Background: an optimization exercise with open tools, aiming at small area. Do not read the settings as production practice.
Function was checked by simulation only, so behaviour that the tests miss may differ from the original.
Power and IR drop assume default switching activity.

==> flow/design.v (excerpt) <==
module sisc_mc_core #(
  parameter int DATA_W = 32,
  parameter int REG_AW = 4
) (
  input  logic              clk,
  input  logic              rst,
  input  logic [31:0]       ir,
  input  logic              ir_valid,
  output logic              ir_ready,
  output logic              busy,
  output logic              halted,
  output logic [3:0]        stat,
  output logic              illegal,
  input  logic [REG_AW-1:0] dbg_addr,
  output logic [DATA_W-1:0] dbg_data
);
Settings: LEC_CHECK=0, CAP_MARGIN=20, CORE_MARGIN=2, CORE_UTILIZATION=40, SLEW_MARGIN=20, SYNTH_HIERARCHICAL=1, SYNTH_MINIMUM_KEEP_SIZE=0; clock period 10.0 ns.
standard.sh (not shown) runs the stock make flow with config.mk's settings and CLKGATE_MAP_FILE= SYNTH_SCRIPT=/design/flow/synth_recipe.tcl, a recipe that flattens the netlist after the stock synthesis.
==> flow/flow/run.sh <==
#!/bin/bash
# Own layout flow: the standard flow (standard.sh: the standard synthesis,
# floorplan, power grid, placement, CTS, routing) with three changes:
#  - after floorplan, synthesized logic gates are set to their smallest drive
#    strength (flow/downsize.tcl); placement and timing repair size up again
#    where needed;
#  - port buffers are sky130_fd_sc_hd__buf_1 instead of the default delay cell;
#  - clock tree: clkbuf_8 buffers, sink clusters of at most 16 flops within
#    60 um, and no dummy loads.
# The full make output goes to standard_flow.log in this folder; ORFS keeps
# each step's log under orfs/logs/.
set -euo pipefail
bash standard.sh \
  "POST_FLOORPLAN_TCL=$PWD/flow/downsize.tcl" \
  "BUFFER_PORTS_ARGS=-buffer_cell sky130_fd_sc_hd__buf_1" \
  "CTS_ARGS=-sink_clustering_enable -repair_clock_nets -dont_use_dummy_load -buf_list sky130_fd_sc_hd__clkbuf_8 -sink_clustering_size 16 -sink_clustering_max_diameter 60" \
  finish > standard_flow.log 2>&1
test -s out/final.def
==> flow/flow/downsize.tcl <==
# Downsize the synthesized logic gates to their smallest drive strength.
# Synthesis maps each small gate module on its own and picks larger drive
# strengths than the loads need; placement's repair_design and the later
# repair_timing passes size up again wherever slew, load or timing need it.
set block [ord::get_db_block]
set db [ord::get_db]
set n 0
foreach inst [$block getInsts] {
  set name [[$inst getMaster] getName]
  if {![regexp {^sky130_fd_sc_hd__([a-z0-9]+)_([0-9]+)$} $name -> fn sz]} { continue }
  if {$sz <= 1} { continue }
  if {![regexp {^(a[0-9]|o[0-9]|nand|nor|and|or|xor|xnor|mux|inv$|maj|ha$|fa$)} $fn]} { continue }
  foreach s {1 0} {
    set m [$db findMaster "sky130_fd_sc_hd__${fn}_${s}"]
    if {$m != "NULL" && $m != ""} {
      $inst swapMaster $m
      incr n
      break
    }
  }
}
puts "downsize: swapped $n instances to their smallest drive strength"
The starting point completed without violations.
Change:
--- a/flow/design.v
+++ b/flow/design.v
@@ -34,21 +34,21 @@
   logic [3:0]  irOp, irMm;
   assign irOp = ir[31:28];
   assign irMm = ir[27:24];
   always_ff @(posedge clk) begin
     if (sIdle) begin
       rd_r    <= ir[23:20];
+      rsq_r   <= ir[19:16];
       imm_r   <= ir[15:0];
       m_r     <= irMm[2:0];
       legal_r <= ((irOp == 4'h1) || (irOp == 4'h2)) && (irMm >= 4'h1) && (irMm <= 4'h8);
       isImm_r <= (irOp == 4'h2);
       nop_r   <= (irOp == 4'h0);
     end
   end
   always_ff @(posedge clk) begin
-    rsq_r  <= ir[19:16];
     halt_r <= (irOp == 4'hF);
   end
   always_ff @(posedge clk or posedge rst) begin
     if (rst) begin
       state_r <= 3'b000;
     end else begin
@@ -86,20 +86,16 @@
         .a1(regData_r[3*j+1][i]), .a2(dbgSel_s[3*j+1]),
         .b1(regData_r[3*j+2][i]), .b2(dbgSel_s[3*j+2]),
         .c1(regData_r[3*j+3][i]), .c2(dbgSel_s[3*j+3]), .y(y[j]));
     end
     sisc_nand5 u_or (.a(y[0]), .b(y[1]), .c(y[2]), .d(y[3]), .e(y[4]), .y(dbg_data[i]));
   end
-  logic [3:0] rAddr_r;
+  logic [3:0] rAddr_r;    
   logic       immEn_s;
   word_t      immX_s, rDataN_s;    
-  always_ff @(posedge clk) begin
-    if (sIdle)     rAddr_r <= (irOp == 4'h2) ? 4'h0 : ir[15:12];
-    else if (sDec) rAddr_r <= rsq_r;
-    else           rAddr_r <= (isImm_r || bZero) ? 4'h0 : imm_r[15:12];
-  end
+  assign rAddr_r = sExe ? rsq_r : ((isImm_r || (sWb && bZero)) ? 4'h0 : imm_r[15:12]);
   assign immEn_s = isImm_r && !sExe && !(sWb && bZero);
   assign immX_s  = word_t'($signed(imm_r)) & {DATA_W{immEn_s}};
   logic [NREG-1:1] rSel_s;
   always_comb
     for (int k = 1; k < NREG; k++) rSel_s[k] = (rAddr_r == k) && regValid_r[k];
   for (genvar i = 0; i < DATA_W; i++) begin : g_rd
@@ -111,21 +107,20 @@
         .c1(regData_r[3*j+3][i]), .c2(rSel_s[3*j+3]), .y(y[j]));
     end
     sisc_and6 u_or (.a(y[0]), .b(y[1]), .c(y[2]), .d(y[3]), .e(y[4]), .f(~immX_s[i]),
                     .y(rDataN_s[i]));
   end
   localparam int SHN = DATA_W + 2;
-  logic [SW-1:0]   amtN_r;       
   word_t           opA_r;
   logic            shC_r;
   logic [SHN-1:0]  shV_s [SW+1];
   logic [SW-1:0]   shN_s, shL_s, shR_s;
   always_comb begin
     for (int k = 0; k < SW; k++) begin
-      shL_s[k] = fShl & ~amtN_r[k];
-      shR_s[k] = fShr & ~amtN_r[k];
+      shL_s[k] = fShl & sExe & opA_r[k];
+      shR_s[k] = fShr & sExe & opA_r[k];
       shN_s[k] = ~(shL_s[k] | shR_s[k]);
     end
   end
   assign shV_s[0] = {1'b1, rDataN_s, 1'b1};
   for (genvar k = 0; k < SW; k++) begin : g_sh
     localparam int D = 1 << k;
@@ -142,13 +137,12 @@
         .d({shV_s[k][(JR > SHN - 1) ? j : JR], shV_s[k][(JL < 0) ? j : JL], shV_s[k][j]}),
         .s({shR_s[k], shL_s[k], shN_s[k]}),
         .y(shV_s[k+1][j]));
     end
   end
   always_ff @(posedge clk) begin
-    amtN_r <= rDataN_s[SW-1:0];
     opA_r  <= shV_s[SW][DATA_W:1];
     shC_r  <= shV_s[SW][DATA_W+1] | shV_s[SW][0];
   end
   logic       inv_s, selSum, cG, selAnd;
   word_t      res_s;
   logic [DATA_W:0] cc;    
After rerunning:
- global-route usage climbs by 0.17 points
- clock-buffer cell count drops by 1
- core utilization barely changes
- via count climbs slightly
- maximum frequency drops by a few percent
- final cell count barely changes
- setup slack loses 320 ps
- total power drops slightly
- routed wire length climbs slightly
- critical path depth climbs by 1
- first-iteration DRC count climbs slightly
- final area hardly moves
- non-clock buffer count drops by 6
- sequential cell count drops by 9

## separate check: timing with driven ports
In the flow no input, the clock included, has a driving cell. The finished layouts below were timed again as built, in two steps.
Step 1 assumes that a clkbuf_16 drives the clock port and a buf_2 every other input.
Step 2, shift: input delay + t, output delay - t, t = (earliest + latest rising clock arrival at the registers) / 2. This alone moves slack from input paths to output paths.
a / b / c = no drivers / after step 1 / after step 2; a / b = the first two.
run | t, ns | slack for setup (ns) | worst register clock-pin slew, ns
the first run | 0.713 | 1.214 / 1.214 / 1.214 | 0.10 / 0.10
the second run | 0.702 | 0.890 / 0.890 / 0.890 | 0.11 / 0.11
After both steps every run listed still meets setup and hold.
